What follows belongs to an exercise in optimizing a design on an open flow for small area; a production flow would make more cautious choices.
Where RTL was checked, it was by simulation tests only, not by an equivalence proof against the original.
For run 2, only the layout was checked, not whether the RTL still works.
The flow treats the clock pin as an ideal source, which a real chip does not have.

==> flow/design.v, too long to show whole: its modules and the start of the top module <==
// module ask_fa: 10 lines
// module ask_maj: 8 lines
// module ask_ha: 9 lines
// module ask_sq_acc: 503 lines
// module ask_sq: 616 lines
// module ask_add_r3: 40 lines
// module ask_add_err: 43 lines
// module ask_add_mag: 48 lines
// module ask_add_acc: 50 lines
// module ask_add_pwr: 42 lines
// module ask_carry17: 40 lines
// module ask_carry15: 36 lines
// module ask_quality_top: 166 lines
module ask_quality_top #(
	parameter int LOG2_BLOCK = 4
) (
	input  logic                     sys_clk,
	input  logic                     rst_n,
	input  logic                     sym_clk_en,
	input  ask_pkg::dv_t             dec_var,
	output ask_pkg::slice_t          slice,
	output logic                     slice_valid,
	output ask_pkg::dv_t             ref_lvl,
	output ask_pkg::dv_t             err_mean,
	output logic [ask_pkg::SQ_W-1:0] err_var,
	output logic [ask_pkg::SQ_W-1:0] sig_pwr,
	output logic                     block_done
);
  // ...
==> flow/flow/run.sh <==
#!/bin/bash
# The standard layout (the standard.sh: standard synthesis, then ORFS to
# finish), with three ORFS knobs set on the make command line:
#   REMOVE_ABC_BUFFERS=1  floorplan removes the buffers ABC put in synthesis
#                         (repair_design then buffers where the loads need it)
#   BUFFER_PORTS_ARGS     buffer_ports gives every input and output port a
#                         buffer, here the library's smallest, buf_1
#   CTS_ARGS              ORFS's clock_tree_synthesis arguments with
#                         -dont_use_dummy_load added
# make's full output goes to flow_make.log in the work folder.
set -euo pipefail
bash standard.sh REMOVE_ABC_BUFFERS=1 \
	"BUFFER_PORTS_ARGS=-buffer_cell sky130_fd_sc_hd__buf_1" \
	"CTS_ARGS=-sink_clustering_enable -repair_clock_nets -buf_list sky130_fd_sc_hd__clkbuf_8 -dont_use_dummy_load" \
	finish > flow_make.log 2>&1
==> flow/standard.sh <==
#!/bin/bash
# synth_recipe.tcl (not shown) runs the flow's synth.tcl, then flattens the netlist and writes it again
# the make line also repeats each setting of config.mk as NAME=value (left out here)
make -C /OpenROAD-flow-scripts/flow DESIGN_CONFIG=/design/flow/config.mk WORK_HOME=/design/flow/orfs CLKGATE_MAP_FILE= SYNTH_SCRIPT=/design/flow/synth_recipe.tcl "${@:-finish}"
==> flow/config.mk <==
export PLATFORM = sky130hd
export DESIGN_NAME = ask_quality_top
export DESIGN_NICKNAME = ask_quality_top
export VERILOG_FILES = /design/flow/design.v
export SDC_FILE = /design/flow/constraint.sdc
export NUM_CORES = 4
export LEC_CHECK = 0
export CAP_MARGIN = 20
export CORE_MARGIN = 2
export CORE_UTILIZATION = 40
export CTS_BUF_LIST = sky130_fd_sc_hd__clkbuf_8
export SLEW_MARGIN = 20
export SYNTH_HIERARCHICAL = 1
export SYNTH_MINIMUM_KEEP_SIZE = 0
==> flow/constraint.sdc <==
create_clock -name core_clock -period 14.0 [get_ports {sys_clk}]
set_input_delay 2.8000 -clock core_clock [delete_from_list [all_inputs] [get_ports {sys_clk}]]
set_output_delay 2.8000 -clock core_clock [all_outputs]
set_load 0.01 [all_outputs]
==> results.json, run 1 <==
{
  "status": "no timing/DRC/antenna violations",
  "synth_mux_area_frac": 0.0551,
  "vias": 11300,
  "reg2reg_to": "var_q[9]",
  "place.gp.congestion": 0.858,
  "clock_area_frac": 0.0124,
  "synth-seq-cells": 183,
  "area_delta_synth_final_pct": 6.41,
  "worst_setup_path_start_kind": "flop",
  "ant_nets": 0,
  "met2_usage": 0.309,
  "multi_input_area_share": 0.677,
  "fin_crit_ns": 13.06,
  "yosysTopAreaCell": "fa_1",
  "min_from": "sig_q[13]",
  "synthAdderAreaFrac": 0.483,
  "worst_pin_slew_ns": 0.946,
  "top_regs": "err_acc (22), sq_acc (22), mag_sum (21)",
  "wl_per_cell_um": 19.1,
  "crit_buf_inv": 2,
  "ioPinCount": 99,
  "period_share": 0.933,
  "slowest_delay_ns": 0.96,
  "yosysWarnings": 7,
  "final_common_cell": "fa_1",
  "slew_viol_final": 0
}
==> module ask_sq_acc, before the edit <==
module ask_sq_acc (
	input  logic [17:0] xb,
	input  logic [21:0] base,
	output logic [21:0] y
);
	logic a0;
	logic a1;
	logic a2;
	logic a3;
	logic a4;
	logic a5;
	logic a6;
	logic a7;
	logic a8;
	logic a9;
	logic a10;
	logic a11;
	logic a12;
	logic a13;
	logic a14;
	logic a15;
	logic a16;
	logic a17;
	logic a18;
	logic a19;
	logic a20;
	logic a21;
	logic a22;
	logic a23;
	logic a24;
	logic a25;
	logic a26;
	logic a27;
	logic a28;
	logic a29;
	logic a30;
	logic a31;
	logic a32;
	logic a33;
	logic a34;
	logic a35;
	logic a36;
	logic a37;
	logic a38;
	logic a39;
	logic a40;
	logic a41;
	logic a42;
	logic a43;
	logic a44;
	logic a45;
	logic a46;
	logic a47;
	logic a48;
	logic a49;
	logic a50;
	logic a51;
	logic a52;
	logic a53;
	logic a54;
	logic a55;
	logic a56;
	logic a57;
	logic a58;
	logic a59;
	logic a60;
	logic a61;
	logic a62;
	logic a63;
	logic a64;
	logic a65;
	logic a66;
	logic a67;
	logic a68;
	logic a69;
	logic a70;
	logic a71;
	logic a72;
	logic a73;
	logic a74;
	logic a75;
	logic a76;
	logic a77;
	logic a78;
	logic a79;
	logic a80;
	logic a81;
	logic a82;
	logic a83;
	logic a84;
	logic a85;
	logic a86;
	logic a87;
	logic a88;
	logic a89;
	logic a90;
	logic a91;
	logic a92;
	logic a93;
	logic a94;
	logic a95;
	logic a96;
	logic a97;
	logic a98;
	logic a99;
	logic a100;
	logic a101;
	logic a102;
	logic a103;
	logic a104;
	logic a105;
	logic a106;
	logic a107;
	logic a108;
	logic a109;
	logic a110;
	logic a111;
	logic a112;
	logic a113;
	logic a114;
	logic a115;
	logic a116;
	logic a117;
	logic a118;
	logic a119;
	logic a120;
	logic a121;
	logic a122;
	logic a123;
	logic a124;
	logic a125;
	logic a126;
	logic a127;
	logic a128;
	logic a129;
	logic a130;
	logic a131;
	logic a132;
	logic a133;
	logic a134;
	logic a135;
	logic a136;
	logic a137;
	logic a138;
	logic a139;
	logic a140;
	logic a141;
	logic a142;
	logic a143;
	logic a144;
	logic a145;
	logic a146;
	logic a147;
	logic a148;
	logic a149;
	logic a150;
	logic a151;
	logic a152;
	logic a153;
	logic a154;
	logic a155;
	logic a156;
	logic a157;
	logic a158;
	logic a159;
	logic a160;
	logic a161;
	logic a162;
	logic a163;
	logic a164;
	logic a165;
	logic a166;
	logic a167;
	logic a168;
	logic a169;
	logic a170;
	logic a171;
	logic a172;
	logic a173;
	logic a174;
	logic a175;
	logic a176;
	logic a177;
	logic a178;
	logic a179;
	logic a180;
	logic a181;
	logic a182;
	logic a183;
	logic a184;
	logic a185;
	logic a186;
	logic a187;
	logic a188;
	logic a189;
	logic a190;
	logic a191;
	logic a192;
	logic a193;
	logic a194;
	logic a195;
	logic a196;
	logic a197;
	logic a198;
	logic a199;
	logic a200;
	logic a201;
	logic a202;
	logic a203;
	logic a204;
	logic a205;
	logic a206;
	logic a207;
	logic a208;
	logic a209;
	logic a210;
	logic a211;
	logic a212;
	logic a213;
	logic a214;
	logic a215;
	logic a216;
	logic a217;
	logic a218;
	logic a219;
	logic a220;
	logic a221;
	logic a222;
	logic a223;
	logic a224;
	logic a225;
	logic a226;
	logic a227;
	logic a228;
	logic a229;
	logic a230;
	logic a231;
	logic a232;
	logic a233;
	logic a234;
	logic a235;
	logic a236;
	logic a237;
	logic a238;
	logic a239;
	logic a240;
	logic a241;
	logic a242;
	logic a243;
	logic a244;
	logic a245;
	logic a246;
	logic a247;
	logic a248;
	logic a249;
	logic a250;
	logic a251;
	logic a252;
	logic a253;
	logic a254;
	logic a255;
	logic a256;
	logic a257;
	logic a258;
	logic a259;
	logic a260;
	logic a261;
	logic a262;
	logic a263;
	logic a264;
	logic a265;
	logic a266;
	logic a267;
	logic a268;
	logic a269;
	logic a270;
	logic a271;
	logic a272;
	logic a273;
	logic a274;
	logic a275;
	logic a276;
	logic a277;
	logic a278;
	logic a279;
	logic a280;
	logic a281;
	logic a282;
	logic a283;
	logic a284;
	logic a285;
	logic a286;
	logic a287;
	logic a288;
	logic a289;
	logic a290;
	logic a291;
	logic a292;
	logic a293;
	logic a294;
	logic a295;
	logic a296;
	logic a298;
	logic a300;
	logic a302;
	logic a304;
	logic a306;
	logic a308;
	logic a310;
	logic a312;
	logic a314;
	logic a316;
	logic a318;
	logic a320;
	logic a322;
	logic a324;
	logic a326;
	logic a328;
	logic a330;
	logic a332;
	logic a334;
	logic a336;
	logic a338;
	logic a340;
	ask_fa u_a0 (.a(~xb[9]), .b(~(xb[1] | xb[16])), .c(~(xb[2] | xb[15])), .s(a0), .co(a1));
	ask_ha u_a2 (.a(~(xb[3] | xb[14])), .b(~(xb[4] | xb[13])), .s(a2), .co(a3));
	ask_fa u_a4 (.a(~(xb[2] | xb[16])), .b(~(xb[3] | xb[15])), .c(~(xb[4] | xb[14])), .s(a4), .co(a5));
	ask_fa u_a6 (.a(~xb[10]), .b(~(xb[3] | xb[16])), .c(~(xb[4] | xb[15])), .s(a6), .co(a7));
	ask_ha u_a8 (.a(~xb[6]), .b(~(xb[0] | xb[11])), .s(a8), .co(a9));
	ask_ha u_a10 (.a(~(xb[0] | xb[12])), .b(~(xb[1] | xb[11])), .s(a10), .co(a11));
	ask_fa u_a12 (.a(~xb[7]), .b(~(xb[0] | xb[13])), .c(~(xb[1] | xb[12])), .s(a12), .co(a13));
	ask_ha u_a14 (.a(~(xb[2] | xb[11])), .b(~(xb[3] | xb[10])), .s(a14), .co(a15));
	ask_fa u_a16 (.a(~(xb[0] | xb[14])), .b(~(xb[1] | xb[13])), .c(~(xb[2] | xb[12])), .s(a16), .co(a17));
	ask_ha u_a18 (.a(~(xb[3] | xb[11])), .b(~(xb[4] | xb[10])), .s(a18), .co(a19));
	ask_fa u_a20 (.a(~xb[8]), .b(~(xb[0] | xb[15])), .c(~(xb[1] | xb[14])), .s(a20), .co(a21));
	ask_fa u_a22 (.a(~(xb[2] | xb[13])), .b(~(xb[3] | xb[12])), .c(~(xb[4] | xb[11])), .s(a22), .co(a23));
	ask_ha u_a24 (.a(~(xb[5] | xb[10])), .b(~(xb[6] | xb[9])), .s(a24), .co(a25));
	ask_fa u_a26 (.a(~(xb[0] | xb[16])), .b(~(xb[1] | xb[15])), .c(~(xb[2] | xb[14])), .s(a26), .co(a27));
	ask_fa u_a28 (.a(~(xb[3] | xb[13])), .b(~(xb[4] | xb[12])), .c(~(xb[5] | xb[11])), .s(a28), .co(a29));
	ask_fa u_a30 (.a(~(xb[6] | xb[10])), .b(~(xb[7] | xb[9])), .c(base[0]), .s(a30), .co(a31));
	ask_fa u_a32 (.a(a0), .b(a2), .c(~(xb[5] | xb[12])), .s(a32), .co(a33));
	ask_fa u_a34 (.a(~(xb[6] | xb[11])), .b(~(xb[7] | xb[10])), .c(~(xb[8] | xb[9])), .s(a34), .co(a35));
	ask_fa u_a36 (.a((~xb[17] & xb[0])), .b(~xb[17]), .c(base[1]), .s(a36), .co(a37));
	ask_fa u_a38 (.a(a1), .b(a3), .c(a4), .s(a38), .co(a39));
	ask_fa u_a40 (.a(~(xb[5] | xb[13])), .b(~(xb[6] | xb[12])), .c(~(xb[7] | xb[11])), .s(a40), .co(a41));
	ask_fa u_a42 (.a(~(xb[8] | xb[10])), .b((~xb[17] & xb[1])), .c(base[2]), .s(a42), .co(a43));
	ask_fa u_a44 (.a(a5), .b(a6), .c(~(xb[5] | xb[14])), .s(a44), .co(a45));
	ask_fa u_a46 (.a(~(xb[6] | xb[13])), .b(~(xb[7] | xb[12])), .c(~(xb[8] | xb[11])), .s(a46), .co(a47));
	ask_fa u_a48 (.a(~(xb[9] | xb[10])), .b((~xb[17] & xb[2])), .c(base[3]), .s(a48), .co(a49));
	ask_fa u_a50 (.a(a7), .b(~(xb[4] | xb[16])), .c(~(xb[5] | xb[15])), .s(a50), .co(a51));
	ask_fa u_a52 (.a(~(xb[6] | xb[14])), .b(~(xb[7] | xb[13])), .c(~(xb[8] | xb[12])), .s(a52), .co(a53));
	ask_fa u_a54 (.a(~(xb[9] | xb[11])), .b((~xb[17] & xb[3])), .c(base[4]), .s(a54), .co(a55));
	ask_fa u_a56 (.a(~xb[11]), .b(~(xb[5] | xb[16])), .c(~(xb[6] | xb[15])), .s(a56), .co(a57));
	ask_fa u_a58 (.a(~(xb[7] | xb[14])), .b(~(xb[8] | xb[13])), .c(~(xb[9] | xb[12])), .s(a58), .co(a59));
	ask_fa u_a60 (.a(~(xb[10] | xb[11])), .b((~xb[17] & xb[4])), .c(base[5]), .s(a60), .co(a61));
	ask_fa u_a62 (.a(~(xb[6] | xb[16])), .b(~(xb[7] | xb[15])), .c(~(xb[8] | xb[14])), .s(a62), .co(a63));
	ask_fa u_a64 (.a(~(xb[9] | xb[13])), .b(~(xb[10] | xb[12])), .c((~xb[17] & xb[5])), .s(a64), .co(a65));
	ask_fa u_a66 (.a(~xb[12]), .b(~(xb[7] | xb[16])), .c(~(xb[8] | xb[15])), .s(a66), .co(a67));
	ask_fa u_a68 (.a(~(xb[9] | xb[14])), .b(~(xb[10] | xb[13])), .c(~(xb[11] | xb[12])), .s(a68), .co(a69));
	ask_fa u_a70 (.a(~(xb[8] | xb[16])), .b(~(xb[9] | xb[15])), .c(~(xb[10] | xb[14])), .s(a70), .co(a71));
	ask_fa u_a72 (.a(~xb[13]), .b(~(xb[9] | xb[16])), .c(~(xb[10] | xb[15])), .s(a72), .co(a73));
	ask_ha u_a74 (.a(~xb[4]), .b(~(xb[0] | xb[7])), .s(a74), .co(a75));
	ask_ha u_a76 (.a(~(xb[0] | xb[8])), .b(~(xb[1] | xb[7])), .s(a76), .co(a77));
	ask_fa u_a78 (.a(~xb[5]), .b(~(xb[0] | xb[9])), .c(~(xb[1] | xb[8])), .s(a78), .co(a79));
	ask_ha u_a80 (.a(~(xb[2] | xb[7])), .b(~(xb[3] | xb[6])), .s(a80), .co(a81));
	ask_fa u_a82 (.a(~(xb[0] | xb[10])), .b(~(xb[1] | xb[9])), .c(~(xb[2] | xb[8])), .s(a82), .co(a83));
	ask_ha u_a84 (.a(~(xb[3] | xb[7])), .b(~(xb[4] | xb[6])), .s(a84), .co(a85));
	ask_fa u_a86 (.a(a8), .b(~(xb[1] | xb[10])), .c(~(xb[2] | xb[9])), .s(a86), .co(a87));
	ask_fa u_a88 (.a(~(xb[3] | xb[8])), .b(~(xb[4] | xb[7])), .c(~(xb[5] | xb[6])), .s(a88), .co(a89));
	ask_fa u_a90 (.a(a9), .b(a10), .c(~(xb[2] | xb[10])), .s(a90), .co(a91));
	ask_fa u_a92 (.a(~(xb[3] | xb[9])), .b(~(xb[4] | xb[8])), .c(~(xb[5] | xb[7])), .s(a92), .co(a93));
	ask_fa u_a94 (.a(a11), .b(a12), .c(a14), .s(a94), .co(a95));
	ask_fa u_a96 (.a(~(xb[4] | xb[9])), .b(~(xb[5] | xb[8])), .c(~(xb[6] | xb[7])), .s(a96), .co(a97));
	ask_fa u_a98 (.a(a13), .b(a15), .c(a16), .s(a98), .co(a99));
	ask_fa u_a100 (.a(a18), .b(~(xb[5] | xb[9])), .c(~(xb[6] | xb[8])), .s(a100), .co(a101));
	ask_fa u_a102 (.a(a17), .b(a19), .c(a20), .s(a102), .co(a103));
	ask_fa u_a104 (.a(a22), .b(a24), .c(~(xb[7] | xb[8])), .s(a104), .co(a105));
	ask_fa u_a106 (.a(a21), .b(a23), .c(a25), .s(a106), .co(a107));
	ask_fa u_a108 (.a(a26), .b(a28), .c(a30), .s(a108), .co(a109));
	ask_fa u_a110 (.a(a27), .b(a29), .c(a31), .s(a110), .co(a111));
	ask_fa u_a112 (.a(a32), .b(a34), .c(a36), .s(a112), .co(a113));
	ask_fa u_a114 (.a(a33), .b(a35), .c(a37), .s(a114), .co(a115));
	ask_fa u_a116 (.a(a38), .b(a40), .c(a42), .s(a116), .co(a117));
	ask_fa u_a118 (.a(a39), .b(a41), .c(a43), .s(a118), .co(a119));
	ask_fa u_a120 (.a(a44), .b(a46), .c(a48), .s(a120), .co(a121));
	ask_fa u_a122 (.a(a45), .b(a47), .c(a49), .s(a122), .co(a123));
	ask_fa u_a124 (.a(a50), .b(a52), .c(a54), .s(a124), .co(a125));
	ask_fa u_a126 (.a(a51), .b(a53), .c(a55), .s(a126), .co(a127));
	ask_fa u_a128 (.a(a56), .b(a58), .c(a60), .s(a128), .co(a129));
	ask_fa u_a130 (.a(a57), .b(a59), .c(a61), .s(a130), .co(a131));
	ask_fa u_a132 (.a(a62), .b(a64), .c(base[6]), .s(a132), .co(a133));
	ask_fa u_a134 (.a(a63), .b(a65), .c(a66), .s(a134), .co(a135));
	ask_fa u_a136 (.a(a68), .b((~xb[17] & xb[6])), .c(base[7]), .s(a136), .co(a137));
	ask_fa u_a138 (.a(a67), .b(a69), .c(a70), .s(a138), .co(a139));
	ask_fa u_a140 (.a(~(xb[11] | xb[13])), .b((~xb[17] & xb[7])), .c(base[8]), .s(a140), .co(a141));
	ask_fa u_a142 (.a(a71), .b(a72), .c(~(xb[11] | xb[14])), .s(a142), .co(a143));
	ask_fa u_a144 (.a(~(xb[12] | xb[13])), .b((~xb[17] & xb[8])), .c(base[9]), .s(a144), .co(a145));
	ask_fa u_a146 (.a(a73), .b(~(xb[10] | xb[16])), .c(~(xb[11] | xb[15])), .s(a146), .co(a147));
	ask_fa u_a148 (.a(~(xb[12] | xb[14])), .b((~xb[17] & xb[9])), .c(base[10]), .s(a148), .co(a149));
	ask_fa u_a150 (.a(~xb[14]), .b(~(xb[11] | xb[16])), .c(~(xb[12] | xb[15])), .s(a150), .co(a151));
	ask_fa u_a152 (.a(~(xb[13] | xb[14])), .b((~xb[17] & xb[10])), .c(base[11]), .s(a152), .co(a153));
	ask_fa u_a154 (.a(~(xb[12] | xb[16])), .b(~(xb[13] | xb[15])), .c((~xb[17] & xb[11])), .s(a154), .co(a155));
	ask_fa u_a156 (.a(~xb[15]), .b(~(xb[13] | xb[16])), .c(~(xb[14] | xb[15])), .s(a156), .co(a157));
	ask_ha u_a158 (.a(~xb[3]), .b(~(xb[0] | xb[5])), .s(a158), .co(a159));
	ask_ha u_a160 (.a(~(xb[0] | xb[6])), .b(~(xb[1] | xb[5])), .s(a160), .co(a161));
	ask_fa u_a162 (.a(a74), .b(~(xb[1] | xb[6])), .c(~(xb[2] | xb[5])), .s(a162), .co(a163));
	ask_fa u_a164 (.a(a75), .b(a76), .c(~(xb[2] | xb[6])), .s(a164), .co(a165));
	ask_fa u_a166 (.a(a77), .b(a78), .c(a80), .s(a166), .co(a167));
	ask_fa u_a168 (.a(a79), .b(a81), .c(a82), .s(a168), .co(a169));
	ask_fa u_a170 (.a(a83), .b(a85), .c(a86), .s(a170), .co(a171));
	ask_fa u_a172 (.a(a87), .b(a89), .c(a90), .s(a172), .co(a173));
	ask_fa u_a174 (.a(a91), .b(a93), .c(a94), .s(a174), .co(a175));
	ask_fa u_a176 (.a(a95), .b(a97), .c(a98), .s(a176), .co(a177));
	ask_fa u_a178 (.a(a99), .b(a101), .c(a102), .s(a178), .co(a179));
	ask_fa u_a180 (.a(a103), .b(a105), .c(a106), .s(a180), .co(a181));
	ask_fa u_a182 (.a(a107), .b(a109), .c(a110), .s(a182), .co(a183));
	ask_fa u_a184 (.a(a111), .b(a113), .c(a114), .s(a184), .co(a185));
	ask_fa u_a186 (.a(a115), .b(a117), .c(a118), .s(a186), .co(a187));
	ask_fa u_a188 (.a(a119), .b(a121), .c(a122), .s(a188), .co(a189));
	ask_fa u_a190 (.a(a123), .b(a125), .c(a126), .s(a190), .co(a191));
	ask_fa u_a192 (.a(a127), .b(a129), .c(a130), .s(a192), .co(a193));
	ask_fa u_a194 (.a(a131), .b(a133), .c(a134), .s(a194), .co(a195));
	ask_fa u_a196 (.a(a135), .b(a137), .c(a138), .s(a196), .co(a197));
	ask_fa u_a198 (.a(a139), .b(a141), .c(a142), .s(a198), .co(a199));
	ask_fa u_a200 (.a(a143), .b(a145), .c(a146), .s(a200), .co(a201));
	ask_fa u_a202 (.a(a147), .b(a149), .c(a150), .s(a202), .co(a203));
	ask_fa u_a204 (.a(a151), .b(a153), .c(a154), .s(a204), .co(a205));
	ask_fa u_a206 (.a(a155), .b(a156), .c((~xb[17] & xb[12])), .s(a206), .co(a207));
	ask_fa u_a208 (.a(a157), .b(~(xb[14] | xb[16])), .c((~xb[17] & xb[13])), .s(a208), .co(a209));
	ask_fa u_a210 (.a(~xb[16]), .b(~(xb[15] | xb[16])), .c((~xb[17] & xb[14])), .s(a210), .co(a211));
	ask_ha u_a212 (.a(~xb[2]), .b(~(xb[0] | xb[3])), .s(a212), .co(a213));
	ask_ha u_a214 (.a(~(xb[0] | xb[4])), .b(~(xb[1] | xb[3])), .s(a214), .co(a215));
	ask_fa u_a216 (.a(a158), .b(~(xb[1] | xb[4])), .c(~(xb[2] | xb[3])), .s(a216), .co(a217));
	ask_fa u_a218 (.a(a159), .b(a160), .c(~(xb[2] | xb[4])), .s(a218), .co(a219));
	ask_fa u_a220 (.a(a161), .b(a162), .c(~(xb[3] | xb[4])), .s(a220), .co(a221));
	ask_fa u_a222 (.a(a163), .b(a164), .c(~(xb[3] | xb[5])), .s(a222), .co(a223));
	ask_fa u_a224 (.a(a165), .b(a166), .c(~(xb[4] | xb[5])), .s(a224), .co(a225));
	ask_fa u_a226 (.a(a167), .b(a168), .c(a84), .s(a226), .co(a227));
	ask_fa u_a228 (.a(a169), .b(a170), .c(a88), .s(a228), .co(a229));
	ask_fa u_a230 (.a(a171), .b(a172), .c(a92), .s(a230), .co(a231));
	ask_fa u_a232 (.a(a173), .b(a174), .c(a96), .s(a232), .co(a233));
	ask_fa u_a234 (.a(a175), .b(a176), .c(a100), .s(a234), .co(a235));
	ask_fa u_a236 (.a(a177), .b(a178), .c(a104), .s(a236), .co(a237));
	ask_fa u_a238 (.a(a179), .b(a180), .c(a108), .s(a238), .co(a239));
	ask_fa u_a240 (.a(a181), .b(a182), .c(a112), .s(a240), .co(a241));
	ask_fa u_a242 (.a(a183), .b(a184), .c(a116), .s(a242), .co(a243));
	ask_fa u_a244 (.a(a185), .b(a186), .c(a120), .s(a244), .co(a245));
	ask_fa u_a246 (.a(a187), .b(a188), .c(a124), .s(a246), .co(a247));
	ask_fa u_a248 (.a(a189), .b(a190), .c(a128), .s(a248), .co(a249));
	ask_fa u_a250 (.a(a191), .b(a192), .c(a132), .s(a250), .co(a251));
	ask_fa u_a252 (.a(a193), .b(a194), .c(a136), .s(a252), .co(a253));
	ask_fa u_a254 (.a(a195), .b(a196), .c(a140), .s(a254), .co(a255));
	ask_fa u_a256 (.a(a197), .b(a198), .c(a144), .s(a256), .co(a257));
	ask_fa u_a258 (.a(a199), .b(a200), .c(a148), .s(a258), .co(a259));
	ask_fa u_a260 (.a(a201), .b(a202), .c(a152), .s(a260), .co(a261));
	ask_fa u_a262 (.a(a203), .b(a204), .c(base[12]), .s(a262), .co(a263));
	ask_fa u_a264 (.a(a205), .b(a206), .c(base[13]), .s(a264), .co(a265));
	ask_fa u_a266 (.a(a207), .b(a208), .c(base[14]), .s(a266), .co(a267));
	ask_fa u_a268 (.a(a209), .b(a210), .c(base[15]), .s(a268), .co(a269));
	ask_fa u_a270 (.a(a211), .b((~xb[17] & xb[15])), .c(base[16]), .s(a270), .co(a271));
	ask_fa u_a272 (.a((~xb[17] & xb[16])), .b(~xb[17]), .c(base[17]), .s(a272), .co(a273));
	ask_ha u_a274 (.a(~xb[17]), .b(base[18]), .s(a274), .co(a275));
	ask_ha u_a276 (.a(~xb[17]), .b(base[19]), .s(a276), .co(a277));
	ask_ha u_a278 (.a(~xb[17]), .b(base[20]), .s(a278), .co(a279));
	ask_ha u_a280 (.a(~xb[17]), .b(base[21]), .s(a280), .co(a281));
	assign a282 = ~xb[1] & ~(xb[0] | xb[1]);
	assign a283 = ~(xb[0] | xb[2]) & a282;
	assign a284 = (a212 & ~(xb[1] | xb[2])) | (a212 & a283) | (~(xb[1] | xb[2]) & a283);
	assign a285 = (a213 & a214) | (a213 & a284) | (a214 & a284);
	assign a286 = (a215 & a216) | (a215 & a285) | (a216 & a285);
	assign a287 = (a217 & a218) | (a217 & a286) | (a218 & a286);
	assign a288 = (a219 & a220) | (a219 & a287) | (a220 & a287);
	assign a289 = (a221 & a222) | (a221 & a288) | (a222 & a288);
	assign a290 = (a223 & a224) | (a223 & a289) | (a224 & a289);
	assign a291 = (a225 & a226) | (a225 & a290) | (a226 & a290);
	assign a292 = (a227 & a228) | (a227 & a291) | (a228 & a291);
	assign a293 = (a229 & a230) | (a229 & a292) | (a230 & a292);
	assign a294 = (a231 & a232) | (a231 & a293) | (a232 & a293);
	assign a295 = (a233 & a234) | (a233 & a294) | (a234 & a294);
	assign a296 = (a235 & a236) | (a235 & a295) | (a236 & a295);
	ask_fa u_a297 (.a(a237), .b(a238), .c(a296), .s(y[0]), .co(a298));
	ask_fa u_a299 (.a(a239), .b(a240), .c(a298), .s(y[1]), .co(a300));
	ask_fa u_a301 (.a(a241), .b(a242), .c(a300), .s(y[2]), .co(a302));
	ask_fa u_a303 (.a(a243), .b(a244), .c(a302), .s(y[3]), .co(a304));
	ask_fa u_a305 (.a(a245), .b(a246), .c(a304), .s(y[4]), .co(a306));
	ask_fa u_a307 (.a(a247), .b(a248), .c(a306), .s(y[5]), .co(a308));
	ask_fa u_a309 (.a(a249), .b(a250), .c(a308), .s(y[6]), .co(a310));
	ask_fa u_a311 (.a(a251), .b(a252), .c(a310), .s(y[7]), .co(a312));
	ask_fa u_a313 (.a(a253), .b(a254), .c(a312), .s(y[8]), .co(a314));
	ask_fa u_a315 (.a(a255), .b(a256), .c(a314), .s(y[9]), .co(a316));
	ask_fa u_a317 (.a(a257), .b(a258), .c(a316), .s(y[10]), .co(a318));
	ask_fa u_a319 (.a(a259), .b(a260), .c(a318), .s(y[11]), .co(a320));
	ask_fa u_a321 (.a(a261), .b(a262), .c(a320), .s(y[12]), .co(a322));
	ask_fa u_a323 (.a(a263), .b(a264), .c(a322), .s(y[13]), .co(a324));
	ask_fa u_a325 (.a(a265), .b(a266), .c(a324), .s(y[14]), .co(a326));
	ask_fa u_a327 (.a(a267), .b(a268), .c(a326), .s(y[15]), .co(a328));
	ask_fa u_a329 (.a(a269), .b(a270), .c(a328), .s(y[16]), .co(a330));
	ask_fa u_a331 (.a(a271), .b(a272), .c(a330), .s(y[17]), .co(a332));
	ask_fa u_a333 (.a(a273), .b(a274), .c(a332), .s(y[18]), .co(a334));
	ask_fa u_a335 (.a(a275), .b(a276), .c(a334), .s(y[19]), .co(a336));
	ask_fa u_a337 (.a(a277), .b(a278), .c(a336), .s(y[20]), .co(a338));
	ask_fa u_a339 (.a(a279), .b(a280), .c(a338), .s(y[21]), .co(a340));
endmodule
==> module ask_add_err, before the edit <==
module ask_add_err (
	input  logic [17:0] d,
	input  logic [17:0] k,
	input  logic ci,
	output logic [17:0] y
);
	logic d1;
	logic d3;
	logic d5;
	logic d7;
	logic d9;
	logic d11;
	logic d13;
	logic d15;
	logic d17;
	logic d19;
	logic d21;
	logic d23;
	logic d25;
	logic d27;
	logic d29;
	logic d31;
	logic d33;
	logic d35;
	ask_fa u_d0 (.a(d[0]), .b(k[0]), .c(ci), .s(y[0]), .co(d1));
	ask_fa u_d2 (.a(d[1]), .b(k[1]), .c(d1), .s(y[1]), .co(d3));
	ask_fa u_d4 (.a(d[2]), .b(k[2]), .c(d3), .s(y[2]), .co(d5));
	ask_fa u_d6 (.a(d[3]), .b(k[3]), .c(d5), .s(y[3]), .co(d7));
	ask_fa u_d8 (.a(d[4]), .b(k[4]), .c(d7), .s(y[4]), .co(d9));
	ask_fa u_d10 (.a(d[5]), .b(k[5]), .c(d9), .s(y[5]), .co(d11));
	ask_fa u_d12 (.a(d[6]), .b(k[6]), .c(d11), .s(y[6]), .co(d13));
	ask_fa u_d14 (.a(d[7]), .b(k[7]), .c(d13), .s(y[7]), .co(d15));
	ask_fa u_d16 (.a(d[8]), .b(k[8]), .c(d15), .s(y[8]), .co(d17));
	ask_fa u_d18 (.a(d[9]), .b(k[9]), .c(d17), .s(y[9]), .co(d19));
	ask_fa u_d20 (.a(d[10]), .b(k[10]), .c(d19), .s(y[10]), .co(d21));
	ask_fa u_d22 (.a(d[11]), .b(k[11]), .c(d21), .s(y[11]), .co(d23));
	ask_fa u_d24 (.a(d[12]), .b(k[12]), .c(d23), .s(y[12]), .co(d25));
	ask_fa u_d26 (.a(d[13]), .b(k[13]), .c(d25), .s(y[13]), .co(d27));
	ask_fa u_d28 (.a(d[14]), .b(k[14]), .c(d27), .s(y[14]), .co(d29));
	ask_fa u_d30 (.a(d[15]), .b(k[15]), .c(d29), .s(y[15]), .co(d31));
	ask_fa u_d32 (.a(d[16]), .b(k[16]), .c(d31), .s(y[16]), .co(d33));
	ask_fa u_d34 (.a(d[17]), .b(k[17]), .c(d33), .s(y[17]), .co(d35));
endmodule
==> module ask_add_acc, before the edit <==
module ask_add_acc (
	input  logic [21:0] base,
	input  logic [17:0] eb,
	output logic [21:0] y
);
	logic f1;
	logic f3;
	logic f5;
	logic f7;
	logic f9;
	logic f11;
	logic f13;
	logic f15;
	logic f17;
	logic f19;
	logic f21;
	logic f23;
	logic f25;
	logic f27;
	logic f29;
	logic f31;
	logic f33;
	logic f35;
	logic f37;
	logic f39;
	logic f41;
	logic f43;
	ask_ha u_f0 (.a(base[0]), .b(~eb[0]), .s(y[0]), .co(f1));
	ask_fa u_f2 (.a(base[1]), .b(~eb[1]), .c(f1), .s(y[1]), .co(f3));
	ask_fa u_f4 (.a(base[2]), .b(~eb[2]), .c(f3), .s(y[2]), .co(f5));
	ask_fa u_f6 (.a(base[3]), .b(~eb[3]), .c(f5), .s(y[3]), .co(f7));
	ask_fa u_f8 (.a(base[4]), .b(~eb[4]), .c(f7), .s(y[4]), .co(f9));
	ask_fa u_f10 (.a(base[5]), .b(~eb[5]), .c(f9), .s(y[5]), .co(f11));
	ask_fa u_f12 (.a(base[6]), .b(~eb[6]), .c(f11), .s(y[6]), .co(f13));
	ask_fa u_f14 (.a(base[7]), .b(~eb[7]), .c(f13), .s(y[7]), .co(f15));
	ask_fa u_f16 (.a(base[8]), .b(~eb[8]), .c(f15), .s(y[8]), .co(f17));
	ask_fa u_f18 (.a(base[9]), .b(~eb[9]), .c(f17), .s(y[9]), .co(f19));
	ask_fa u_f20 (.a(base[10]), .b(~eb[10]), .c(f19), .s(y[10]), .co(f21));
	ask_fa u_f22 (.a(base[11]), .b(~eb[11]), .c(f21), .s(y[11]), .co(f23));
	ask_fa u_f24 (.a(base[12]), .b(~eb[12]), .c(f23), .s(y[12]), .co(f25));
	ask_fa u_f26 (.a(base[13]), .b(~eb[13]), .c(f25), .s(y[13]), .co(f27));
	ask_fa u_f28 (.a(base[14]), .b(~eb[14]), .c(f27), .s(y[14]), .co(f29));
	ask_fa u_f30 (.a(base[15]), .b(~eb[15]), .c(f29), .s(y[15]), .co(f31));
	ask_fa u_f32 (.a(base[16]), .b(~eb[16]), .c(f31), .s(y[16]), .co(f33));
	ask_fa u_f34 (.a(base[17]), .b(~eb[17]), .c(f33), .s(y[17]), .co(f35));
	ask_fa u_f36 (.a(base[18]), .b(~eb[17]), .c(f35), .s(y[18]), .co(f37));
	ask_fa u_f38 (.a(base[19]), .b(~eb[17]), .c(f37), .s(y[19]), .co(f39));
	ask_fa u_f40 (.a(base[20]), .b(~eb[17]), .c(f39), .s(y[20]), .co(f41));
	ask_fa u_f42 (.a(base[21]), .b(~eb[17]), .c(f41), .s(y[21]), .co(f43));
endmodule
==> module ask_quality_top, before the edit <==
module ask_quality_top #(
	parameter int LOG2_BLOCK = 4
) (
	input  logic                     sys_clk,
	input  logic                     rst_n,
	input  logic                     sym_clk_en,
	input  ask_pkg::dv_t             dec_var,
	output ask_pkg::slice_t          slice,
	output logic                     slice_valid,
	output ask_pkg::dv_t             ref_lvl,
	output ask_pkg::dv_t             err_mean,
	output logic [ask_pkg::SQ_W-1:0] err_var,
	output logic [ask_pkg::SQ_W-1:0] sig_pwr,
	output logic                     block_done
);
	logic [3:0]  sym_cnt;       
	logic [20:0] mag_sum;       
	logic        mag_lsb;       
	logic [17:0] err_qb;        
	logic        first_q;       
	logic        last_q;        
	logic        valid_q;       
	logic        done_q;        
	logic [21:0] err_acc;       
	logic [21:0] sq_acc;        
	logic [18:0] pwr_q;         
	logic [1:0]  slice_q;
	logic [17:0] mean_q;
	logic [17:0] var_q;
	logic [17:0] sig_q;
	logic        bd_q;
	logic        d_neg;
	logic [16:0] d_ones;        
	logic        ge;
	logic [1:0]  slice_c;
	logic [17:0] mag_avg;       
	logic [17:0] r1;
	logic [17:0] r3;
	logic [17:0] k_lvl;
	logic        outer;
	logic        upper;
	logic [17:0] err_c;
	logic        blk_first;
	logic        blk_last;
	logic [20:0] mag_base;
	logic [21:0] mag_tot;
	assign blk_first = (sym_cnt == 4'd0);
	assign blk_last  = (sym_cnt == 4'd15);
	assign first_q = valid_q & (sym_cnt == 4'd1);
	assign last_q  = valid_q & (sym_cnt == 4'd0);
	assign d_neg  = dec_var[17];
	assign d_ones = dec_var[16:0] ^ {17{d_neg}};
	ask_carry17 u_ge (
		.a  (d_ones),
		.b  (~mag_avg[16:0]),
		.ci (1'b1),
		.co (ge)
	);
	assign slice_c = mag_avg[17] ? 2'b11 : {~d_neg, d_neg ^ ge};
	assign mag_avg = {ref_lvl[17], ref_lvl[15:0], mag_lsb};
	assign r1      = ref_lvl;
	ask_add_r3 u_r3 (
		.r (r1),
		.y (r3)
	);
	assign outer = ~(slice_c[1] ^ slice_c[0]);
	assign upper = slice_c[1];
	assign k_lvl = outer ? r3 : r1;
	ask_add_err u_err (
		.d  (dec_var),
		.k  (k_lvl ^ {18{upper}}),
		.ci (upper),
		.y  (err_c)
	);
	assign mag_base = (sym_clk_en & blk_first) ? 21'd0 : mag_sum;
	ask_add_mag u_mag (
		.base (mag_base),
		.m    (d_ones & {17{sym_clk_en}}),
		.ci   (d_neg & sym_clk_en),
		.y    (mag_tot)
	);
	logic [21:0] err_base;
	logic [21:0] err_sum;
	logic [21:0] sq_base;
	logic [21:0] sq_sum;
	assign err_base = first_q ? 22'd0 : err_acc;
	assign sq_base  = first_q ? 22'd0 : sq_acc;
	ask_add_acc u_err_acc (
		.base (err_base),
		.eb   (err_qb),
		.y    (err_sum)
	);
	ask_sq_acc u_sq_acc (
		.xb   (err_qb),
		.base (sq_base),
		.y    (sq_sum)
	);
	logic [17:0] sq_in;
	logic [36:0] sq_out;
	logic [17:0] var_c;
	logic        pwr_lo_c;
	logic [17:0] pwr_c;
	assign sq_in = done_q ? err_acc[21:4] : r1;
	ask_sq u_sq (
		.xb (~sq_in),
		.v  (done_q),
		.sq (sq_acc[21:4]),
		.y  (sq_out)
	);
	assign var_c = sq_out[36] ? ~sq_out[34:17] : 18'd0;
	ask_carry15 u_pwr_lo (
		.a  (sq_out[16:2]),
		.b  (sq_out[14:0]),
		.ci (1'b0),
		.co (pwr_lo_c)
	);
	ask_add_pwr u_pwr (
		.z  (pwr_q[17:0]),
		.ci (pwr_q[18]),
		.y  (pwr_c)
	);
	always_ff @(posedge sys_clk or negedge rst_n) begin
		if (!rst_n) begin
			sym_cnt <= '0;
			ref_lvl <= '0;
			mag_lsb <= 1'b0;
			slice_q <= '0;
			valid_q <= 1'b0;
			done_q  <= 1'b0;
			bd_q    <= 1'b0;
			mean_q  <= '0;
			var_q   <= '0;
			sig_q   <= '0;
		end else begin
			valid_q <= sym_clk_en;
			done_q  <= last_q;
			bd_q    <= done_q;
			if (sym_clk_en) begin
				sym_cnt <= sym_cnt + 4'd1;
				slice_q <= slice_c;
				if (blk_last) begin
					ref_lvl <= {mag_tot[21], mag_tot[21:5]};
					mag_lsb <= mag_tot[4];
				end
			end
			if (done_q) begin
				mean_q <= err_acc[21:4];
				var_q  <= var_c;
				sig_q  <= pwr_c;
			end
		end
	end
	always_ff @(posedge sys_clk) begin
		err_qb  <= ~(err_c & {18{sym_clk_en}});
		err_acc <= err_sum;
		sq_acc  <= sq_sum;
		mag_sum <= mag_tot[20:0];
		pwr_q   <= {pwr_lo_c, sq_out[32:15]};
	end
	assign slice       = ask_pkg::slice_t'(slice_q);
	assign slice_valid = valid_q;
	assign err_mean    = mean_q;
	assign err_var     = {1'b0, var_q};
	assign sig_pwr     = {1'b0, sig_q};
	assign block_done  = bd_q;
endmodule
==> run 2, diff against run 1 <==
--- a/flow/design.v
+++ b/flow/design.v
@@ -43,4 +43,5 @@
 module ask_sq_acc (
 	input  logic [17:0] xb,
+	input  logic [17:0] x,
 	input  logic [21:0] base,
 	output logic [21:0] y
@@ -365,15 +366,15 @@
 	logic a338;
 	logic a340;
-	ask_fa u_a0 (.a(~xb[9]), .b(~(xb[1] | xb[16])), .c(~(xb[2] | xb[15])), .s(a0), .co(a1));
+	ask_fa u_a0 (.a(x[9]), .b(~(xb[1] | xb[16])), .c(~(xb[2] | xb[15])), .s(a0), .co(a1));
 	ask_ha u_a2 (.a(~(xb[3] | xb[14])), .b(~(xb[4] | xb[13])), .s(a2), .co(a3));
 	ask_fa u_a4 (.a(~(xb[2] | xb[16])), .b(~(xb[3] | xb[15])), .c(~(xb[4] | xb[14])), .s(a4), .co(a5));
-	ask_fa u_a6 (.a(~xb[10]), .b(~(xb[3] | xb[16])), .c(~(xb[4] | xb[15])), .s(a6), .co(a7));
-	ask_ha u_a8 (.a(~xb[6]), .b(~(xb[0] | xb[11])), .s(a8), .co(a9));
+	ask_fa u_a6 (.a(x[10]), .b(~(xb[3] | xb[16])), .c(~(xb[4] | xb[15])), .s(a6), .co(a7));
+	ask_ha u_a8 (.a(x[6]), .b(~(xb[0] | xb[11])), .s(a8), .co(a9));
 	ask_ha u_a10 (.a(~(xb[0] | xb[12])), .b(~(xb[1] | xb[11])), .s(a10), .co(a11));
-	ask_fa u_a12 (.a(~xb[7]), .b(~(xb[0] | xb[13])), .c(~(xb[1] | xb[12])), .s(a12), .co(a13));
+	ask_fa u_a12 (.a(x[7]), .b(~(xb[0] | xb[13])), .c(~(xb[1] | xb[12])), .s(a12), .co(a13));
 	ask_ha u_a14 (.a(~(xb[2] | xb[11])), .b(~(xb[3] | xb[10])), .s(a14), .co(a15));
 	ask_fa u_a16 (.a(~(xb[0] | xb[14])), .b(~(xb[1] | xb[13])), .c(~(xb[2] | xb[12])), .s(a16), .co(a17));
 	ask_ha u_a18 (.a(~(xb[3] | xb[11])), .b(~(xb[4] | xb[10])), .s(a18), .co(a19));
-	ask_fa u_a20 (.a(~xb[8]), .b(~(xb[0] | xb[15])), .c(~(xb[1] | xb[14])), .s(a20), .co(a21));
+	ask_fa u_a20 (.a(x[8]), .b(~(xb[0] | xb[15])), .c(~(xb[1] | xb[14])), .s(a20), .co(a21));
 	ask_fa u_a22 (.a(~(xb[2] | xb[13])), .b(~(xb[3] | xb[12])), .c(~(xb[4] | xb[11])), .s(a22), .co(a23));
 	ask_ha u_a24 (.a(~(xb[5] | xb[10])), .b(~(xb[6] | xb[9])), .s(a24), .co(a25));
@@ -393,16 +394,16 @@
 	ask_fa u_a52 (.a(~(xb[6] | xb[14])), .b(~(xb[7] | xb[13])), .c(~(xb[8] | xb[12])), .s(a52), .co(a53));
 	ask_fa u_a54 (.a(~(xb[9] | xb[11])), .b((~xb[17] & xb[3])), .c(base[4]), .s(a54), .co(a55));
-	ask_fa u_a56 (.a(~xb[11]), .b(~(xb[5] | xb[16])), .c(~(xb[6] | xb[15])), .s(a56), .co(a57));
+	ask_fa u_a56 (.a(x[11]), .b(~(xb[5] | xb[16])), .c(~(xb[6] | xb[15])), .s(a56), .co(a57));
 	ask_fa u_a58 (.a(~(xb[7] | xb[14])), .b(~(xb[8] | xb[13])), .c(~(xb[9] | xb[12])), .s(a58), .co(a59));
 	ask_fa u_a60 (.a(~(xb[10] | xb[11])), .b((~xb[17] & xb[4])), .c(base[5]), .s(a60), .co(a61));
 	ask_fa u_a62 (.a(~(xb[6] | xb[16])), .b(~(xb[7] | xb[15])), .c(~(xb[8] | xb[14])), .s(a62), .co(a63));
 	ask_fa u_a64 (.a(~(xb[9] | xb[13])), .b(~(xb[10] | xb[12])), .c((~xb[17] & xb[5])), .s(a64), .co(a65));
-	ask_fa u_a66 (.a(~xb[12]), .b(~(xb[7] | xb[16])), .c(~(xb[8] | xb[15])), .s(a66), .co(a67));
+	ask_fa u_a66 (.a(x[12]), .b(~(xb[7] | xb[16])), .c(~(xb[8] | xb[15])), .s(a66), .co(a67));
 	ask_fa u_a68 (.a(~(xb[9] | xb[14])), .b(~(xb[10] | xb[13])), .c(~(xb[11] | xb[12])), .s(a68), .co(a69));
 	ask_fa u_a70 (.a(~(xb[8] | xb[16])), .b(~(xb[9] | xb[15])), .c(~(xb[10] | xb[14])), .s(a70), .co(a71));
-	ask_fa u_a72 (.a(~xb[13]), .b(~(xb[9] | xb[16])), .c(~(xb[10] | xb[15])), .s(a72), .co(a73));
-	ask_ha u_a74 (.a(~xb[4]), .b(~(xb[0] | xb[7])), .s(a74), .co(a75));
+	ask_fa u_a72 (.a(x[13]), .b(~(xb[9] | xb[16])), .c(~(xb[10] | xb[15])), .s(a72), .co(a73));
+	ask_ha u_a74 (.a(x[4]), .b(~(xb[0] | xb[7])), .s(a74), .co(a75));
 	ask_ha u_a76 (.a(~(xb[0] | xb[8])), .b(~(xb[1] | xb[7])), .s(a76), .co(a77));
-	ask_fa u_a78 (.a(~xb[5]), .b(~(xb[0] | xb[9])), .c(~(xb[1] | xb[8])), .s(a78), .co(a79));
+	ask_fa u_a78 (.a(x[5]), .b(~(xb[0] | xb[9])), .c(~(xb[1] | xb[8])), .s(a78), .co(a79));
 	ask_ha u_a80 (.a(~(xb[2] | xb[7])), .b(~(xb[3] | xb[6])), .s(a80), .co(a81));
 	ask_fa u_a82 (.a(~(xb[0] | xb[10])), .b(~(xb[1] | xb[9])), .c(~(xb[2] | xb[8])), .s(a82), .co(a83));
@@ -440,9 +441,9 @@
 	ask_fa u_a146 (.a(a73), .b(~(xb[10] | xb[16])), .c(~(xb[11] | xb[15])), .s(a146), .co(a147));
 	ask_fa u_a148 (.a(~(xb[12] | xb[14])), .b((~xb[17] & xb[9])), .c(base[10]), .s(a148), .co(a149));
-	ask_fa u_a150 (.a(~xb[14]), .b(~(xb[11] | xb[16])), .c(~(xb[12] | xb[15])), .s(a150), .co(a151));
+	ask_fa u_a150 (.a(x[14]), .b(~(xb[11] | xb[16])), .c(~(xb[12] | xb[15])), .s(a150), .co(a151));
 	ask_fa u_a152 (.a(~(xb[13] | xb[14])), .b((~xb[17] & xb[10])), .c(base[11]), .s(a152), .co(a153));
 	ask_fa u_a154 (.a(~(xb[12] | xb[16])), .b(~(xb[13] | xb[15])), .c((~xb[17] & xb[11])), .s(a154), .co(a155));
-	ask_fa u_a156 (.a(~xb[15]), .b(~(xb[13] | xb[16])), .c(~(xb[14] | xb[15])), .s(a156), .co(a157));
-	ask_ha u_a158 (.a(~xb[3]), .b(~(xb[0] | xb[5])), .s(a158), .co(a159));
+	ask_fa u_a156 (.a(x[15]), .b(~(xb[13] | xb[16])), .c(~(xb[14] | xb[15])), .s(a156), .co(a157));
+	ask_ha u_a158 (.a(x[3]), .b(~(xb[0] | xb[5])), .s(a158), .co(a159));
 	ask_ha u_a160 (.a(~(xb[0] | xb[6])), .b(~(xb[1] | xb[5])), .s(a160), .co(a161));
 	ask_fa u_a162 (.a(a74), .b(~(xb[1] | xb[6])), .c(~(xb[2] | xb[5])), .s(a162), .co(a163));
@@ -470,6 +471,6 @@
 	ask_fa u_a206 (.a(a155), .b(a156), .c((~xb[17] & xb[12])), .s(a206), .co(a207));
 	ask_fa u_a208 (.a(a157), .b(~(xb[14] | xb[16])), .c((~xb[17] & xb[13])), .s(a208), .co(a209));
-	ask_fa u_a210 (.a(~xb[16]), .b(~(xb[15] | xb[16])), .c((~xb[17] & xb[14])), .s(a210), .co(a211));
-	ask_ha u_a212 (.a(~xb[2]), .b(~(xb[0] | xb[3])), .s(a212), .co(a213));
+	ask_fa u_a210 (.a(x[16]), .b(~(xb[15] | xb[16])), .c((~xb[17] & xb[14])), .s(a210), .co(a211));
+	ask_ha u_a212 (.a(x[2]), .b(~(xb[0] | xb[3])), .s(a212), .co(a213));
 	ask_ha u_a214 (.a(~(xb[0] | xb[4])), .b(~(xb[1] | xb[3])), .s(a214), .co(a215));
 	ask_fa u_a216 (.a(a158), .b(~(xb[1] | xb[4])), .c(~(xb[2] | xb[3])), .s(a216), .co(a217));
@@ -506,5 +507,5 @@
 	ask_ha u_a278 (.a(~xb[17]), .b(base[20]), .s(a278), .co(a279));
 	ask_ha u_a280 (.a(~xb[17]), .b(base[21]), .s(a280), .co(a281));
-	assign a282 = ~xb[1] & ~(xb[0] | xb[1]);
+	assign a282 = x[1] & ~(xb[0] | xb[1]);
 	assign a283 = ~(xb[0] | xb[2]) & a282;
 	assign a284 = (a212 & ~(xb[1] | xb[2])) | (a212 & a283) | (~(xb[1] | xb[2]) & a283);
@@ -1201,7 +1202,6 @@
 endmodule
 module ask_add_err (
-	input  logic [17:0] d,
-	input  logic [17:0] k,
-	input  logic ci,
+	input  logic [16:0] d,
+	input  logic [17:0] kb,
 	output logic [17:0] y
 );
@@ -1224,22 +1224,23 @@
 	logic d33;
 	logic d35;
-	ask_fa u_d0 (.a(d[0]), .b(k[0]), .c(ci), .s(y[0]), .co(d1));
-	ask_fa u_d2 (.a(d[1]), .b(k[1]), .c(d1), .s(y[1]), .co(d3));
-	ask_fa u_d4 (.a(d[2]), .b(k[2]), .c(d3), .s(y[2]), .co(d5));
-	ask_fa u_d6 (.a(d[3]), .b(k[3]), .c(d5), .s(y[3]), .co(d7));
-	ask_fa u_d8 (.a(d[4]), .b(k[4]), .c(d7), .s(y[4]), .co(d9));
-	ask_fa u_d10 (.a(d[5]), .b(k[5]), .c(d9), .s(y[5]), .co(d11));
-	ask_fa u_d12 (.a(d[6]), .b(k[6]), .c(d11), .s(y[6]), .co(d13));
-	ask_fa u_d14 (.a(d[7]), .b(k[7]), .c(d13), .s(y[7]), .co(d15));
-	ask_fa u_d16 (.a(d[8]), .b(k[8]), .c(d15), .s(y[8]), .co(d17));
-	ask_fa u_d18 (.a(d[9]), .b(k[9]), .c(d17), .s(y[9]), .co(d19));
-	ask_fa u_d20 (.a(d[10]), .b(k[10]), .c(d19), .s(y[10]), .co(d21));
-	ask_fa u_d22 (.a(d[11]), .b(k[11]), .c(d21), .s(y[11]), .co(d23));
-	ask_fa u_d24 (.a(d[12]), .b(k[12]), .c(d23), .s(y[12]), .co(d25));
-	ask_fa u_d26 (.a(d[13]), .b(k[13]), .c(d25), .s(y[13]), .co(d27));
-	ask_fa u_d28 (.a(d[14]), .b(k[14]), .c(d27), .s(y[14]), .co(d29));
-	ask_fa u_d30 (.a(d[15]), .b(k[15]), .c(d29), .s(y[15]), .co(d31));
-	ask_fa u_d32 (.a(d[16]), .b(k[16]), .c(d31), .s(y[16]), .co(d33));
-	ask_fa u_d34 (.a(d[17]), .b(k[17]), .c(d33), .s(y[17]), .co(d35));
+	assign y[0] = ~(d[0] ^ kb[0]);
+	assign d1 = d[0] | kb[0];
+	ask_fa u_d2 (.a(d[1]), .b(kb[1]), .c(d1), .s(y[1]), .co(d3));
+	ask_fa u_d4 (.a(d[2]), .b(kb[2]), .c(d3), .s(y[2]), .co(d5));
+	ask_fa u_d6 (.a(d[3]), .b(kb[3]), .c(d5), .s(y[3]), .co(d7));
+	ask_fa u_d8 (.a(d[4]), .b(kb[4]), .c(d7), .s(y[4]), .co(d9));
+	ask_fa u_d10 (.a(d[5]), .b(kb[5]), .c(d9), .s(y[5]), .co(d11));
+	ask_fa u_d12 (.a(d[6]), .b(kb[6]), .c(d11), .s(y[6]), .co(d13));
+	ask_fa u_d14 (.a(d[7]), .b(kb[7]), .c(d13), .s(y[7]), .co(d15));
+	ask_fa u_d16 (.a(d[8]), .b(kb[8]), .c(d15), .s(y[8]), .co(d17));
+	ask_fa u_d18 (.a(d[9]), .b(kb[9]), .c(d17), .s(y[9]), .co(d19));
+	ask_fa u_d20 (.a(d[10]), .b(kb[10]), .c(d19), .s(y[10]), .co(d21));
+	ask_fa u_d22 (.a(d[11]), .b(kb[11]), .c(d21), .s(y[11]), .co(d23));
+	ask_fa u_d24 (.a(d[12]), .b(kb[12]), .c(d23), .s(y[12]), .co(d25));
+	ask_fa u_d26 (.a(d[13]), .b(kb[13]), .c(d25), .s(y[13]), .co(d27));
+	ask_fa u_d28 (.a(d[14]), .b(kb[14]), .c(d27), .s(y[14]), .co(d29));
+	ask_fa u_d30 (.a(d[15]), .b(kb[15]), .c(d29), .s(y[15]), .co(d31));
+	ask_fa u_d32 (.a(d[16]), .b(kb[16]), .c(d31), .s(y[16]), .co(d33));
+	ask_ha u_d34 (.a(kb[17]), .b(d33), .s(y[17]), .co(d35));
 endmodule
 module ask_add_mag (
@@ -1293,5 +1294,5 @@
 module ask_add_acc (
 	input  logic [21:0] base,
-	input  logic [17:0] eb,
+	input  logic [17:0] e,
 	output logic [21:0] y
 );
@@ -1318,26 +1319,26 @@
 	logic f41;
 	logic f43;
-	ask_ha u_f0 (.a(base[0]), .b(~eb[0]), .s(y[0]), .co(f1));
-	ask_fa u_f2 (.a(base[1]), .b(~eb[1]), .c(f1), .s(y[1]), .co(f3));
-	ask_fa u_f4 (.a(base[2]), .b(~eb[2]), .c(f3), .s(y[2]), .co(f5));
-	ask_fa u_f6 (.a(base[3]), .b(~eb[3]), .c(f5), .s(y[3]), .co(f7));
-	ask_fa u_f8 (.a(base[4]), .b(~eb[4]), .c(f7), .s(y[4]), .co(f9));
-	ask_fa u_f10 (.a(base[5]), .b(~eb[5]), .c(f9), .s(y[5]), .co(f11));
-	ask_fa u_f12 (.a(base[6]), .b(~eb[6]), .c(f11), .s(y[6]), .co(f13));
-	ask_fa u_f14 (.a(base[7]), .b(~eb[7]), .c(f13), .s(y[7]), .co(f15));
-	ask_fa u_f16 (.a(base[8]), .b(~eb[8]), .c(f15), .s(y[8]), .co(f17));
-	ask_fa u_f18 (.a(base[9]), .b(~eb[9]), .c(f17), .s(y[9]), .co(f19));
-	ask_fa u_f20 (.a(base[10]), .b(~eb[10]), .c(f19), .s(y[10]), .co(f21));
-	ask_fa u_f22 (.a(base[11]), .b(~eb[11]), .c(f21), .s(y[11]), .co(f23));
-	ask_fa u_f24 (.a(base[12]), .b(~eb[12]), .c(f23), .s(y[12]), .co(f25));
-	ask_fa u_f26 (.a(base[13]), .b(~eb[13]), .c(f25), .s(y[13]), .co(f27));
-	ask_fa u_f28 (.a(base[14]), .b(~eb[14]), .c(f27), .s(y[14]), .co(f29));
-	ask_fa u_f30 (.a(base[15]), .b(~eb[15]), .c(f29), .s(y[15]), .co(f31));
-	ask_fa u_f32 (.a(base[16]), .b(~eb[16]), .c(f31), .s(y[16]), .co(f33));
-	ask_fa u_f34 (.a(base[17]), .b(~eb[17]), .c(f33), .s(y[17]), .co(f35));
-	ask_fa u_f36 (.a(base[18]), .b(~eb[17]), .c(f35), .s(y[18]), .co(f37));
-	ask_fa u_f38 (.a(base[19]), .b(~eb[17]), .c(f37), .s(y[19]), .co(f39));
-	ask_fa u_f40 (.a(base[20]), .b(~eb[17]), .c(f39), .s(y[20]), .co(f41));
-	ask_fa u_f42 (.a(base[21]), .b(~eb[17]), .c(f41), .s(y[21]), .co(f43));
+	ask_ha u_f0 (.a(base[0]), .b(e[0]), .s(y[0]), .co(f1));
+	ask_fa u_f2 (.a(base[1]), .b(e[1]), .c(f1), .s(y[1]), .co(f3));
+	ask_fa u_f4 (.a(base[2]), .b(e[2]), .c(f3), .s(y[2]), .co(f5));
+	ask_fa u_f6 (.a(base[3]), .b(e[3]), .c(f5), .s(y[3]), .co(f7));
+	ask_fa u_f8 (.a(base[4]), .b(e[4]), .c(f7), .s(y[4]), .co(f9));
+	ask_fa u_f10 (.a(base[5]), .b(e[5]), .c(f9), .s(y[5]), .co(f11));
+	ask_fa u_f12 (.a(base[6]), .b(e[6]), .c(f11), .s(y[6]), .co(f13));
+	ask_fa u_f14 (.a(base[7]), .b(e[7]), .c(f13), .s(y[7]), .co(f15));
+	ask_fa u_f16 (.a(base[8]), .b(e[8]), .c(f15), .s(y[8]), .co(f17));
+	ask_fa u_f18 (.a(base[9]), .b(e[9]), .c(f17), .s(y[9]), .co(f19));
+	ask_fa u_f20 (.a(base[10]), .b(e[10]), .c(f19), .s(y[10]), .co(f21));
+	ask_fa u_f22 (.a(base[11]), .b(e[11]), .c(f21), .s(y[11]), .co(f23));
+	ask_fa u_f24 (.a(base[12]), .b(e[12]), .c(f23), .s(y[12]), .co(f25));
+	ask_fa u_f26 (.a(base[13]), .b(e[13]), .c(f25), .s(y[13]), .co(f27));
+	ask_fa u_f28 (.a(base[14]), .b(e[14]), .c(f27), .s(y[14]), .co(f29));
+	ask_fa u_f30 (.a(base[15]), .b(e[15]), .c(f29), .s(y[15]), .co(f31));
+	ask_fa u_f32 (.a(base[16]), .b(e[16]), .c(f31), .s(y[16]), .co(f33));
+	ask_fa u_f34 (.a(base[17]), .b(e[17]), .c(f33), .s(y[17]), .co(f35));
+	ask_fa u_f36 (.a(base[18]), .b(e[17]), .c(f35), .s(y[18]), .co(f37));
+	ask_fa u_f38 (.a(base[19]), .b(e[17]), .c(f37), .s(y[19]), .co(f39));
+	ask_fa u_f40 (.a(base[20]), .b(e[17]), .c(f39), .s(y[20]), .co(f41));
+	ask_fa u_f42 (.a(base[21]), .b(e[17]), .c(f41), .s(y[21]), .co(f43));
 endmodule
 module ask_add_pwr (
@@ -1499,6 +1500,4 @@
 	logic [17:0] r3;
 	logic [17:0] k_lvl;
-	logic        outer;
-	logic        upper;
 	logic [17:0] err_c;
 	logic        blk_first;
@@ -1525,13 +1524,12 @@
 		.y (r3)
 	);
-	assign outer = ~(slice_c[1] ^ slice_c[0]);
-	assign upper = slice_c[1];
-	assign k_lvl = outer ? r3 : r1;
+	logic [17:0] err_u;
+	assign k_lvl = ge ? r3 : r1;
 	ask_add_err u_err (
-		.d  (dec_var),
-		.k  (k_lvl ^ {18{upper}}),
-		.ci (upper),
-		.y  (err_c)
+		.d  (d_ones),
+		.kb (~k_lvl),
+		.y  (err_u)
 	);
+	assign err_c = err_u ^ {d_neg & ~mag_avg[17], {17{d_neg}}};
 	assign mag_base = (sym_clk_en & blk_first) ? 21'd0 : mag_sum;
 	ask_add_mag u_mag (
@@ -1547,11 +1545,14 @@
 	assign err_base = first_q ? 22'd0 : err_acc;
 	assign sq_base  = first_q ? 22'd0 : sq_acc;
+	logic [17:0] err_e;
+	assign err_e = ~err_qb;
 	ask_add_acc u_err_acc (
 		.base (err_base),
-		.eb   (err_qb),
+		.e    (err_e),
 		.y    (err_sum)
 	);
 	ask_sq_acc u_sq_acc (
 		.xb   (err_qb),
+		.x    (err_e),
 		.base (sq_base),
 		.y    (sq_sum)
==> run 2 against run 1 <==
Core utilization up 0.57 points. Flip-flop and latch count unchanged. Synthesized cell count down 2.0%. First-iteration DRC count up 0.62%. Hold slack worse by 0.0010 ns. Highest routed layer unchanged. Still clean on timing, DRC and antenna. Sequential share of layout area up 0.14 points.
==> results.json, run 2 <==
{
  "hold_path.class": "flop to flop",
  "end_kind": "flop",
  "fillers": 4104,
  "antenna_found_initial": 0,
  "critPathMaxFanout": 35,
  "dominantRegCellSynth": "dfxtp_1",
  "drc": 0,
  "initial_core_util": 0.407,
  "cts.sink_count": 183,
  "drive_gt1_frac": 0.0927,
  "synth_area_um2": 17600,
  "row_count": 76,
  "grt-ovfl-total": 0,
  "fin_nets": 2034,
  "crit_top_cell": "fa_1",
  "yosys.cell_count.top_type": "fa_1",
  "wl_per_cell_um": 18.6,
  "fmax_ghz": 0.0769,
  "synth_common_cells": "387 x fa_1, 295 x nor2_1, 104 x nor2b_1, 102 x dfxtp_1, 81 x dfrtp_1",
  "n_antenna_cell": 0,
  "yosysWarnings": 7,
  "dr.pass1.iters": 5,
  "async_flop_share": 0.443,
  "synth_top_area_frac": 0.441,
  "yosysTopAreaCell": "fa_1",
  "fin_util": 0.435,
  "grt_pass1_vias": 12200,
  "required_ns": 14.41,
  "syn_inst": 1520,
  "io_buffer_count": 96,
  "synth.distinct_cells": 60,
  "drt_iter0_drc": 646,
  "cts_tree": "yes",
  "viasPerCell": 5.04,
  "die_area_um2": 45600,
  "slew_viol_final": 0,
  "clock_skew_ns": 0.0418,
  "cts_resized": 0,
  "fp.dieW_um": 214,
  "whs_ns": 0.504,
  "insertion_delay_ns": 0.53,
  "grt_max_degree": 79,
  "postCtsSetupRepairBufs": 0,
  "ioPinCount": 99,
  "maxCapViolCount": 0,
  "worst_setup_path_start_kind": "flop",
  "setup_viol": 0,
  "synth-seq-area-share": 0.232,
  "dieHeight_um": 214,
  "synthTopCellsByArea": "fa_1 44%, dfxtp_1 12%, dfrtp_1 12%",
  "dpl.hpwl_mm": 31.3,
  "synth_edf_count": 0,
  "worstPathArrival_ns": 13.41,
  "crit_slowest_cell": "fa_1",
  "critical-path-top-delay-family": "adder cells",
  "area_delta_synth_final_pct": 6.79,
  "status": "no timing/DRC/antenna violations",
  "rsz0062_at_grt": "false",
  "fin_crit_ns": 13.00,
  "slowest_delay_ns": 0.91,
  "hold_viol": 0,
  "grt_usage": 0.190,
  "crit_buf_inv": 0,
  "synth-seq-cells": 183,
  "path_clk_slew_ns": 0.08,
  "crit_type": "flop to flop",
  "period_share": 0.928,
  "final-seq-area_um2": 4070,
  "grt_pass1_wl_mm": 66.4,
  "top_regs": "err_acc (22), sq_acc (22), mag_sum (21)",
  "coreArea_um2": 43200,
  "final_cell_mix": "387 x fa_1, 295 x nor2_1, 104 x nor2b_1",
  "place.gp.congestion": 0.869,
  "final_common_cell": "fa_1",
  "cts-hold-fix-buffers": 0,
  "multi_input_area_um2": 12700,
  "fin_setup_tns_ns": 0,
  "ant_nets": 0,
  "worst_pin_slew_ns": 0.813,
  "synth.avg_cell_area_um2": 11.6,
  "slew_headroom": 0.443,
  "vias": 10900,
  "totalWireLength_mm": 40.1,
  "cts-buffers-inserted": 17
}
## run 2: cell count changes after synthesis, sizes merged, moves of 3 or more
cell    previous run  this run
a22oi              8         5
and3               4         1
o211ai             2         5
o221ai            17         0
inv               92        80
nor2             311       296
buf               50        46
xor2              19        37
nor2b             86       104
or4               16         0
clkbuf            64        58
## run 2: modules after synthesis, one instance, submodules excluded, excerpt
module           area (um^2)  copies in the design
ask_carry17              248                     1
ask_maj                 11.3                    15
ask_fa                  20.0                   387
ask_add_r3              7.51                     1
ask_sq                  1140                     1
ask_sq_acc               921                     1
ask_add_err             27.5                     1
ask_ha                  12.5                    45
ask_quality_top         6750                     1
## run 2: cells by family after synthesis
group | after synthesis | synth area share
and+or+nand+nor | 487 | 0.130
adders and majority gates | 454 | 0.487
buffers and inverters | 184 | 0.0445
DFF | 183 | 0.232
muxes | 86 | 0.0550
AOI/OAI and AO/OA | 84 | 0.0316
xor gates and xnor gates | 39 | 0.0194
other | 3 | 0.000641
## run 2: through the flow
step,instances,setup WS [ns],area [um^2]
finish,2160,1.00,18800
global route,2160,0.383,18800
CTS,2160,0.940,18800
detailed placement,2143,0.996,18500
global placement,2143,1.19,18500
floorplan,1418,-0.332,17100
## run 2: worst paths after layout
kind	slack [ns]	cells past startpoint	start	end
setup reg to reg	1.00	32	done_q	var_q[17]
min in group asynchronous	2.22	1	rst_n	var_q[11]
hold reg to reg	0.50	1	sig_q[3]	sig_q[3]
hold / removal	0.50	1	sig_q[3]	sig_q[3]
setup / recovery	1.00	32	done_q	var_q[17]
max in group asynchronous	10.58	2	rst_n	done_q
## run 2: final cells by class
type,count,area share
Multi-Input combinational cell,1155,0.678
Sequential cell,183,0.217
Tap cell,585,0.0390
Timing Repair Buffer,140,0.0372
Inverter,80,0.0160
Clock buffer,17,0.0125
## run 2: routing by layer
metal,routed length (um),global-route usage,vias up
li1,-,-,4825
met1,18100,0.261,5706
met2,19100,0.313,310
met3,2010,0.0306,44
met4,874,0.0568,0
met5,0,0,-
## run 2: worst reg2reg max path: cells and delay by family, from the launching register on
kind	cells	cell delay, ns
AO/OA/AOI/OAI	5	0.84
multiplexers	1	0.66
adder cells (fa/ha/maj)	24	10.42
AND/OR/NAND/NOR	2	0.23
flip-flops	1	0.76

## port drivers added, routing unchanged
How much do the figures lean on ideal ports? The routed layouts below were timed once more, with nothing changed but the port constraints.
Step 1 assumes that a clkbuf_16 drives the clock port and a buf_2 every other input.
Step 2 moves the port delays by t, midway between the first and last clock arrival at a register: inputs arrive t later, outputs are due t later. That takes back most of the time a late clock gives input paths.
a / b / c = ideal ports / drivers / drivers and shift; a / b = the first two.
run | t, ns | slack for setup (ns) | latest minus earliest clock arrival (ns)
run 1 | 0.559 | 0.935 / 0.935 / 0.935 | 0.038 / 0.038
run 2 | 0.554 | 1.004 / 1.004 / 1.004 | 0.042 / 0.042
After both steps every run listed still meets setup and hold.
